Background: an optimization exercise with open tools, aiming at small area. Do not read the settings as production practice. Only simulation tests tie the RTL to the original design; equivalence was not proved. In this run the design's own scripts or RTL, not TritonCTS, make the clock network. No driver is modelled on the clock port, so clock power and skew are understated where the tree is cut down; a real chip needs a root buffer or a tree. No activity file was given, so power comes from the tool's default toggle rates.

==> design.v <==
package brfs_pkg;
    localparam logic [3:0] CMD_PUSH        = 4'd0;
    localparam logic [3:0] CMD_POP         = 4'd1;
    localparam logic [3:0] CMD_PEEK        = 4'd2;
    localparam logic [3:0] CMD_SEARCH      = 4'd3;
    localparam logic [3:0] CMD_SEARCH_CRLF = 4'd4;
    localparam logic [3:0] CMD_DROP_ONE    = 4'd5;
    localparam logic [3:0] CMD_ADVANCE     = 4'd6;
    localparam logic [3:0] CMD_DROP_CR     = 4'd7;
    localparam logic [3:0] CMD_DROP_CRLF   = 4'd8;
    localparam logic [3:0] CMD_EMPTY       = 4'd9;
    localparam logic [1:0] ST_OK        = 2'd0;
    localparam logic [1:0] ST_FULL      = 2'd1;
    localparam logic [1:0] ST_EMPTYBUF  = 2'd2;
    localparam logic [1:0] ST_NOT_FOUND = 2'd3;
    localparam logic [7:0] CH_CR     = 8'h0D;
    localparam logic [7:0] CH_LF     = 8'h0A;
endpackage
import brfs_pkg::*;
module brfs_cell (
    input  logic [7:0] byte_in,
    input  logic [7:0] key,
    output logic       key_hit,
    output logic       cr_hit,
    output logic       lf_hit
);
    assign key_hit = (byte_in == key);
    assign cr_hit  = (byte_in == CH_CR);
    assign lf_hit  = (byte_in == CH_LF);
endmodule
import brfs_pkg::*;
module byte_ring_fifo_with_search (
    input  logic               aclk,
    input  logic               aresetn,
    input  logic               s_valid,
    output logic               s_ready,
    input  logic [19:0]        s_data,
    output logic               m_valid,
    input  logic               m_ready,
    output logic [29:0]        m_data,
    input  logic               cfg_valid,
    output logic               cfg_ready,
    input  logic [6:0]         cfg_data
);
    localparam int N = 63;
    logic [8*N-1:0] ring;        
    logic [5:0]     pos;         
    logic [5:0]     fill_reg;    
    logic [5:0]     len_reg;     
    logic           mv_reg;      
    logic           go_reg;      
    logic           cr_found;    
    logic           rbv_reg;     
    logic [7:0]     val_reg;     
    logic [1:0]     sts_out;
    logic [7:0]     rb_out;
    logic [5:0]     fp_out;
    logic [3:0]     op;
    logic [7:0]     kb, kp, pb;
    logic [5:0]     free_cnt;
    logic           full, empty, eq_f, eq_p, at_end, act;
    logic           key_hit, cr_hit, lf_hit;
    logic           done, wr, rm, rm_keep, clr, inc, rb_ld, fp_ld, fp_keep;
    logic [1:0]     sts_n;
    logic [5:0]     cfg_len;
    assign op = s_data[19:16];
    assign kb = s_data[15:8];
    assign kp = s_data[7:0];
    assign pb = ring[8*N-1 -: 8];
    brfs_cell u_cmp (
        .byte_in(pb),
        .key    (kb),
        .key_hit(key_hit),
        .cr_hit (cr_hit),
        .lf_hit (lf_hit)
    );
    assign free_cnt = len_reg + ~fill_reg;     
    assign full     = (free_cnt == 6'd0);
    assign empty    = (fill_reg == 6'd0);
    assign eq_f     = (pos == fill_reg);
    assign eq_p     = (kp[7:6] == 2'b00) && (pos == kp[5:0]);
    assign at_end   = eq_f || (go_reg && pos == 6'd0);
    assign act      = s_valid && !mv_reg && (go_reg || pos == 6'd0);
    assign cr_found = go_reg && !(&val_reg[5:0]);
    always_comb begin
        done    = 1'b0;
        wr      = 1'b0;
        rm      = 1'b0;      
        rm_keep = 1'b0;      
        clr     = 1'b0;
        inc     = 1'b0;
        rb_ld   = 1'b0;
        fp_ld   = 1'b0;
        fp_keep = 1'b0;
                sts_n   = ST_OK;
        if (act) begin
            if (empty && op != CMD_PUSH && op <= CMD_DROP_CRLF) begin
                done  = 1'b1;
                sts_n = ST_EMPTYBUF;
            end else begin
                case (op)
                    CMD_PUSH: begin
                        if (full) begin
                            done  = 1'b1;
                            sts_n = ST_FULL;
                        end else if (eq_f) begin
                            done = 1'b1;
                            wr   = 1'b1;
                            inc  = 1'b1;
                        end
                    end
                    CMD_POP: begin
                        done  = 1'b1;
                        rm    = 1'b1;
                        rb_ld = 1'b1;
                    end
                    CMD_DROP_ONE: begin
                        done = 1'b1;
                        rm   = 1'b1;
                    end
                    CMD_PEEK: begin
                        if (at_end) begin
                            done  = 1'b1;
                            sts_n = ST_NOT_FOUND;
                        end else if (eq_p) begin
                            done  = 1'b1;
                            rb_ld = 1'b1;
                        end
                    end
                    CMD_SEARCH: begin
                        if (at_end || eq_p) begin
                            done  = 1'b1;
                            sts_n = ST_NOT_FOUND;
                        end else if (key_hit) begin
                            done  = 1'b1;
                            fp_ld = 1'b1;
                        end
                    end
                    CMD_SEARCH_CRLF, CMD_DROP_CRLF: begin
                        if (!cr_found) begin
                            if (at_end) begin
                                done  = 1'b1;
                                sts_n = ST_NOT_FOUND;
                            end else if (cr_hit) begin
                                fp_ld  = 1'b1;
                            end
                        end else begin
                            done = 1'b1;
                            if (!at_end && lf_hit) begin
                                fp_keep = 1'b1;
                                rm      = (op == CMD_DROP_CRLF);
                            end else begin
                                sts_n = ST_NOT_FOUND;
                            end
                        end
                    end
                    CMD_DROP_CR: begin
                        if (at_end) begin
                            done  = 1'b1;
                            sts_n = ST_NOT_FOUND;
                        end else if (cr_hit) begin
                            done  = 1'b1;
                            fp_ld = 1'b1;
                            rm    = 1'b1;
                        end
                    end
                    CMD_ADVANCE: begin
                        if (at_end) begin
                            done = 1'b1;
                            clr  = 1'b1;
                        end else if (eq_p) begin
                            done    = 1'b1;
                            rm      = 1'b1;
                            rm_keep = 1'b1;
                        end
                    end
                    CMD_EMPTY: begin
                        done = 1'b1;
                        clr  = 1'b1;
                    end
                    default: begin
                        done  = 1'b1;
                        sts_n = ST_NOT_FOUND;
                    end
                endcase
            end
        end
    end
    assign cfg_len = (cfg_data < 7'd2)   ? 6'd2 :
                     (cfg_data >= 7'd64) ? 6'd0 : cfg_data[5:0];
    assign s_ready   = done;
    assign cfg_ready = !mv_reg;
    assign m_valid   = mv_reg;
    assign sts_out   = rbv_reg ? ST_OK : val_reg[7:6];
    assign rb_out    = rbv_reg ? val_reg : 8'd0;
    assign fp_out    = rbv_reg ? 6'd63 : val_reg[5:0];
    assign m_data    = {sts_out, rb_out, {2{&fp_out}}, fp_out, fill_reg, free_cnt};
    always_ff @(posedge aclk) begin
        ring <= {ring[8*N-9:0], wr ? kb : pb};
    end
    always_ff @(posedge aclk) begin
        if (!aresetn) begin
            pos <= 6'd0;
        end else if (rm) begin
            pos <= {5'd0, rm_keep};
        end else if (pos == 6'd62) begin
            pos <= 6'd0;
        end else begin
            pos <= pos + 6'd1;
        end
    end
    always_ff @(posedge aclk) begin
        if (!aresetn) begin
            fill_reg <= 6'd0;
            len_reg  <= 6'd0;
            mv_reg   <= 1'b0;
        end else begin
            if (cfg_valid && !mv_reg) begin
                len_reg  <= cfg_len;
                fill_reg <= 6'd0;
            end else if (clr) begin
                fill_reg <= 6'd0;
            end else begin
                fill_reg <= fill_reg + (rm ? ~pos : 6'd0) + {5'd0, inc | rm_keep};
            end
            mv_reg <= mv_reg ? !m_ready : done;
        end
    end
    always_ff @(posedge aclk) begin
        go_reg <= act && !done;
        if (!mv_reg) begin
            rbv_reg       <= rb_ld;
            val_reg[7:6]  <= rb_ld ? pb[7:6] : sts_n;
            if (rb_ld) begin
                val_reg[5:0] <= pb[5:0];
            end else if (fp_ld) begin
                val_reg[5:0] <= pos;
            end else if (!fp_keep) begin
                val_reg[5:0] <= 6'd63;
            end
        end
    end
endmodule
==> flow/run.sh <==
#!/bin/bash
# Own layout flow: the standard synthesis unchanged, then an area-oriented remapping of the
# combinational logic only (registers, their names and cell types untouched), then the rest of
# the standard layout with the smallest buffer cell on the ports and the clock tree built
# by flow/cts_tree.tcl. Every tool writes its full output to a log in this folder.
set -euo pipefail
WORK=$(pwd)
RES=$WORK/orfs/results/$FLOW_PLATFORM/byte_ring_fifo_with_search/base
LIB=$FLOW_HOME/platforms/$FLOW_PLATFORM/lib/sky130_fd_sc_hd__tt_025C_1v80.lib

bash standard.sh synth > standard_synth.log 2>&1

cp "$RES/1_2_yosys.v" "$WORK/std_synth.v"
sed -e "s#@LIB@#$LIB#g" -e "s#@TOP@#$FLOW_TOP#g" -e "s#@IN@#$WORK/std_synth.v#g" \
    -e "s#@OUT@#$WORK/resyn.v#g" -e "s#@ABC@#$WORK/flow/area.abc#g" flow/resyn.ys > resyn.ys
${YOSYS_EXE:-yosys} -s resyn.ys > resyn.log 2>&1
# the remapped netlist must do what the standard one does, register by register
sed -e "s#@LIB@#$LIB#g" -e "s#@TOP@#$FLOW_TOP#g" -e "s#@GOLD@#$WORK/std_synth.v#g" \
    -e "s#@GATE@#$WORK/resyn.v#g" flow/equiv.ys > equiv.ys
${YOSYS_EXE:-yosys} -s equiv.ys > equiv.log 2>&1
cp "$WORK/resyn.v" "$RES/1_2_yosys.v"
rm -f "$RES/1_synth.odb" "$RES/1_synth.sdc"

export BUFFER_PORTS_ARGS="-buffer_cell sky130_fd_sc_hd__buf_1"
export PRE_CTS_TCL=$WORK/flow/cts_tree.tcl
export CLK_TREE_BUF=sky130_fd_sc_hd__clkbuf_16
export CLK_GROUP_MAX=34
export CLK_ROOTS=2
export CLK_ROOT_BUF=sky130_fd_sc_hd__clkbuf_8
bash standard.sh > standard_flow.log 2>&1
==> flow/area.abc <==
strash
&get -n
&deepsyn -T 180
&put
dch -f
amap
==> flow/cts_tree.tcl <==
# Clock tree built in place of TritonCTS (sourced as the PRE_CTS hook of ORFS's cts step).
# The clock port drives CLK_ROOTS root buffers (CLK_ROOT_BUF, else CLK_TREE_BUF); they drive one leaf buffer per group of
# flip-flops, with at most CLK_GROUP_MAX flip-flops in a group. Groups (of flip-flops, and of
# leaf buffers for the roots) come from cutting the placed cells across their wider side, in
# proportion to the number of groups on each side, so that groups are compact and even. Each
# buffer sits at the centre of what it drives; the detailed placement that follows in cts.tcl
# legalizes it.
set block [ord::get_db_block]
set db [ord::get_db]
set buf_master [$db findMaster $::env(CLK_TREE_BUF)]
set root_master $buf_master
if { [info exists ::env(CLK_ROOT_BUF)] } {
  set root_master [$db findMaster $::env(CLK_ROOT_BUF)]
}
set group_max $::env(CLK_GROUP_MAX)
set n_roots $::env(CLK_ROOTS)

set clk_port [lindex [get_property [lindex [all_clocks] 0] sources] 0]
set clk_net [$block findNet [get_full_name $clk_port]]

set sinks {}
foreach it [$clk_net getITerms] {
  if { [$it isInputSignal] } {
    set bb [[$it getInst] getBBox]
    lappend sinks [list $it [expr {([$bb xMin] + [$bb xMax]) / 2}] [expr {([$bb yMin] + [$bb yMax]) / 2}]]
  }
}
puts "clock tree: [llength $sinks] sinks on [$clk_net getName]"

# split items ({obj x y} lists) into k groups
proc split_groups { items k } {
  if { $k <= 1 } {
    return [list $items]
  }
  set xs [lmap i $items {lindex $i 1}]
  set ys [lmap i $items {lindex $i 2}]
  set dx [expr {[tcl::mathfunc::max {*}$xs] - [tcl::mathfunc::min {*}$xs]}]
  set dy [expr {[tcl::mathfunc::max {*}$ys] - [tcl::mathfunc::min {*}$ys]}]
  set key [expr {$dx >= $dy ? 1 : 2}]
  set sorted [lsort -integer -index $key $items]
  set k1 [expr {$k / 2}]
  set cut [expr {([llength $sorted] * $k1 + $k / 2) / $k}]
  return [concat [split_groups [lrange $sorted 0 [expr {$cut - 1}]] $k1] \
                 [split_groups [lrange $sorted $cut end] [expr {$k - $k1}]]]
}

proc centre { items } {
  set sx 0
  set sy 0
  foreach i $items {
    set sx [expr {$sx + [lindex $i 1]}]
    set sy [expr {$sy + [lindex $i 2]}]
  }
  set n [llength $items]
  return [list [expr {$sx / $n}] [expr {$sy / $n}]]
}

proc place_at { inst xy } {
  set m [$inst getMaster]
  $inst setLocation [expr {[lindex $xy 0] - [$m getWidth] / 2}] [expr {[lindex $xy 1] - [$m getHeight] / 2}]
  $inst setPlacementStatus PLACED
}

set n_leaves [expr {([llength $sinks] + $group_max - 1) / $group_max}]
set leaves {}
set n 0
foreach g [split_groups $sinks $n_leaves] {
  set inst [odb::dbInst_create $block $buf_master clkbuf_leaf_$n]
  set net [odb::dbNet_create $block clk_leaf_$n]
  $net setSigType CLOCK
  foreach i $g {
    set it [lindex $i 0]
    $it disconnect
    $it connect $net
  }
  [$inst findITerm X] connect $net
  set xy [centre $g]
  place_at $inst $xy
  lappend leaves [list $inst {*}$xy]
  puts "clock tree: clkbuf_leaf_$n drives [llength $g] sinks"
  incr n
}
set r 0
foreach g [split_groups $leaves $n_roots] {
  set root [odb::dbInst_create $block $root_master clkbuf_root_$r]
  set net [odb::dbNet_create $block clk_root_$r]
  $net setSigType CLOCK
  [$root findITerm A] connect $clk_net
  [$root findITerm X] connect $net
  foreach i $g {
    [[lindex $i 0] findITerm A] connect $net
  }
  place_at $root [centre $g]
  puts "clock tree: clkbuf_root_$r drives [llength $g] leaf buffers"
  incr r
}

# the tree is built: make the step's call to TritonCTS only switch to propagated clocks
proc clock_tree_synthesis { args } {
  set_propagated_clock [all_clocks]
}
==> flow/equiv.ys <==
# Prove the remapped netlist equivalent to the standard synthesis: flip-flops are black boxes
# paired by instance name, the logic between them is compared.
read_liberty -ignore_miss_func @LIB@
read_verilog @GOLD@
rename @TOP@ gold
read_verilog @GATE@
rename @TOP@ gate
setattr -mod -set keep_hierarchy 1 sky130_fd_sc_hd__df* sky130_fd_sc_hd__edf* sky130_fd_sc_hd__sdf* sky130_fd_sc_hd__conb_1
flatten -noscopeinfo gold gate
blackbox sky130_fd_sc_hd__df* sky130_fd_sc_hd__edf* sky130_fd_sc_hd__sdf* sky130_fd_sc_hd__conb_1
rename -hide w:* x:* %d
opt_clean
equiv_make gold gate equiv
hierarchy -top equiv
equiv_simple
equiv_status -assert
==> flow/resyn.ys <==
# Remap the combinational cells of the standard synthesis for area. Flip-flops and tie cells
# stay as they are (same instances, names and cell types).
read_liberty -ignore_miss_func @LIB@
read_verilog @IN@
hierarchy -top @TOP@
setattr -mod -set keep_hierarchy 1 sky130_fd_sc_hd__df* sky130_fd_sc_hd__edf* sky130_fd_sc_hd__sdf* sky130_fd_sc_hd__conb_1
flatten -noscopeinfo
opt_clean
abc -liberty @LIB@ -dont_use sky130_fd_sc_hd__probe_p_8 -dont_use sky130_fd_sc_hd__probec_p_8 -dont_use sky130_fd_sc_hd__lpflow_* -script @ABC@ @TOP@
# cell interfaces for the checks below (the flip-flop modules become black boxes)
read_liberty -lib -overwrite -ignore_miss_func @LIB@
opt_clean -purge
splitnets
hilomap -singleton -hicell sky130_fd_sc_hd__conb_1 HI -locell sky130_fd_sc_hd__conb_1 LO @TOP@
insbuf -buf sky130_fd_sc_hd__buf_4 A X @TOP@
opt_clean -purge
tee -o resyn_stat.txt stat -liberty @LIB@
check -assert -mapped @TOP@
select @TOP@
write_verilog -noattr -nohex -nodec -selected @OUT@
==> standard.sh <==
#!/bin/bash
# synth_recipe.tcl (not shown) runs the flow's synth.tcl, then flattens the netlist and writes it again
# the make line also repeats each setting of config.mk as NAME=value (left out here)
make -C /OpenROAD-flow-scripts/flow DESIGN_CONFIG=/design/flow/config.mk WORK_HOME=/design/flow/orfs CLKGATE_MAP_FILE= SYNTH_SCRIPT=/design/flow/synth_recipe.tcl "${@:-finish}"
==> config.mk <==
export PLATFORM = sky130hd
export DESIGN_NAME = byte_ring_fifo_with_search
export DESIGN_NICKNAME = byte_ring_fifo_with_search
export VERILOG_FILES = /design/flow/design.v
export SDC_FILE = /design/flow/constraint.sdc
export NUM_CORES = 4
export LEC_CHECK = 0
export CAP_MARGIN = 20
export CORE_MARGIN = 2
export CORE_UTILIZATION = 65
export PLACE_DENSITY = 0.8
export SLEW_MARGIN = 20
==> constraint.sdc <==
create_clock -name core_clock -period 7.0 [get_ports {aclk}]
set_input_delay 1.4000 -clock core_clock [delete_from_list [all_inputs] [get_ports {aclk}]]
set_output_delay 1.4000 -clock core_clock [all_outputs]
set_load 0.01 [all_outputs]
==> results.txt <==
-- critical path, stage by stage --
cell and delay (ps):
buf_1 210, clkinv_1 180, or3_1 400, or4_1 400, or4_1 420, o21a_1 190
nor2_1 120, nor3_1 90, nor2_1 160, buf_1 170
-- power breakdown --
| part | internal, µW | switching [µW] | leakage, µW | total, µW |
|---|---|---|---|---|
| clock | 440 | 773 | 0.000212 | 1210 |
| combinational | 34.1 | 67.8 | 0.000488 | 102 |
| sequential | 3060 | 12.9 | 0.00433 | 3070 |
| total | 3530 | 854 | 0.00503 | 4390 |
-- stage by stage --
step	total power, µW	hold WS (ps)
floorplan	3220	310
global placement	3240	310
detailed placement	3240	312
CTS	4400	327
global route	4510	340
finish	4390	322
-- how the worst max path moves through the flow --
| stage | from | end | depth (start not counted) |
|---|---|---|---|
| 6_report | s_data[17] | s_ready | 10 |
| 5_1_grt | s_data[17] | fill_reg[5] | 21 |
| 4_1_cts | s_data[17] | s_ready | 10 |
| 3_5_place_dp | s_data[17] | fill_reg[5] | 21 |
| 3_3_place_gp | s_data[17] | fill_reg[5] | 21 |
| 2_1_floorplan | s_data[17] | fill_reg[5] | 20 |
-- routing by layer --
layer	global-route usage (%)	part of all wire (%)	wire, µm	vias to the layer above
met5	0	0	0	-
met4	4.16	2.9	504	0
met3	1.65	3.9	686	32
met2	28.2	44	7820	103
met1	25.9	49	8590	2482
li1	-	-	-	2789
-- cell type report --
type / instances / area share (%)
Antenna cell: 1 / 0.0191
Timing Repair Buffer: 64 / 1.83
Tap cell: 234 / 2.23
Buffer: 18 / 3.27
Multi-Input combinational cell: 233 / 9.10
Sequential cell: 533 / 82.1
Inverter: 49 / 1.40
==> flow_summary.toml <==
[status]
status = "no timing/DRC/antenna violations"

[floorplan]
die_y_um = 142
ios = 65
die_area_um2 = 20100
start_util_pct = 66.0
core_um2 = 18700
rows = 50
fp.dieW_um = 142

[sta]
setup_viol = 0
max-slew-margin-rel_pct = 52.4
finalCritPeriodShare_pct = 73.3
finalHoldViolCount = 0
clock_skew_ps = 17.5
slew_violations = 0
fmax_mhz = 195
final.min_clock_period_ps = 5130
rsz0062_at_grt = "false"
fin_ws_ps = 1870
worst_pin_slew_ps = 706
final.setup.tns_ps = 0

[yosys]
syn_avg_cell_area_um2 = 14.6
syn_nets = 877
syn_area_um2 = 12400
syn_inst = 845
synth_warnings = 1

[grt]
grt.total_usage_pct = 17.4
antenna_found_initial = 1
grt_pass1_wl_um = 27400
grt_max_degree = 35
gr-total-overflow = 0
grt_pass1_vias = 5143

[layout]
largest_reg_flops = 504
fillers = 1257
final_common_cell = "dfxtp_1"
drive_above_1_share_pct = 2.12
mostFrequentLayoutCells = "524 x dfxtp_1, 77 x nor2_1, 64 x buf_1"
finalNonFillerCells = 1132
final-seq-area_um2 = 10800
stdcell_area_um2 = 13100
syn_to_final_growth_pct = 6.04
fin_nets = 931
postLayoutCoreUtil_pct = 70.0
multi_input_area_um2 = 1190

[placed_design]
dp.cells = 1113
gp_congestion = 0.948
hpwlAfterDp_um = 11000
portBuffers = 64
dpl_worst_slack_ps = 1470
dpl_cell_area_um2 = 12700

[routing]
drcViolationCount = 0
post_drt_wl_per_cell_um = 15.6
wirelength_um = 17600
drt_iter0_markers = 223
viasPerCell = 4.78
first_pass_iters = 4
route.vias.total = 5406
drtAntennaViolNets = 0

[worst_setup_path]
r2r_slack_ps = 2220
critPathLaunchType = "primary input"
crit_fanout = 6
worstSetupEndpointType = "primary output"
crit_required_ps = 5600
timing.rr.start = "fill_reg[1]"
crit_type = "in -> out"
reg2reg_depth = 24
r2r-end = "fill_reg[5]"
crit_arrival_ps = 3730

[cts]
cts_setup_buffers = 0
cts_resized = 0
insertion_delay_ps = 460
clk_pin_slew_worst_paths_ps = 120
holdBufCountCts = 0

[pwr]
leakage_uw = 0.00503
vdd.ir_drop.worst_uv = 297
power.density_nw_per_um2 = 335

[flow_run]
maxCapViolations = 0

[worst_hold_path]
whs_path_depth = 0
hold_class = "reg -> reg"
holdPathEnd = "ring[469]"
holdCritStartpoint = "ring[461]"

[port drivers added, routing unchanged]
How much do the figures lean on ideal ports? The routed layout below was timed once more, with nothing changed but the port constraints.
Step 1: set_driving_cell puts a clkbuf_16 on aclk and a buf_2 on each other input, an assumption about the parent block.
Step 2 moves the port delays by t, midway between the first and last clock arrival at a register: inputs arrive t later, outputs are due t later. That takes back most of the time a late clock gives input paths.
Three values: ideal, step 1, step 2; two values: the first two.
t, ns: 0.494
setup WS [ns]: 1.870 / 1.848 / 1.412
worst setup path at the end: input to register
worst data-port slew with drivers (ns): 0.07
After both steps this run still meets setup and hold. The setup slack of this run moves by -0.022 ns with the drivers and by -0.458 ns with both steps.
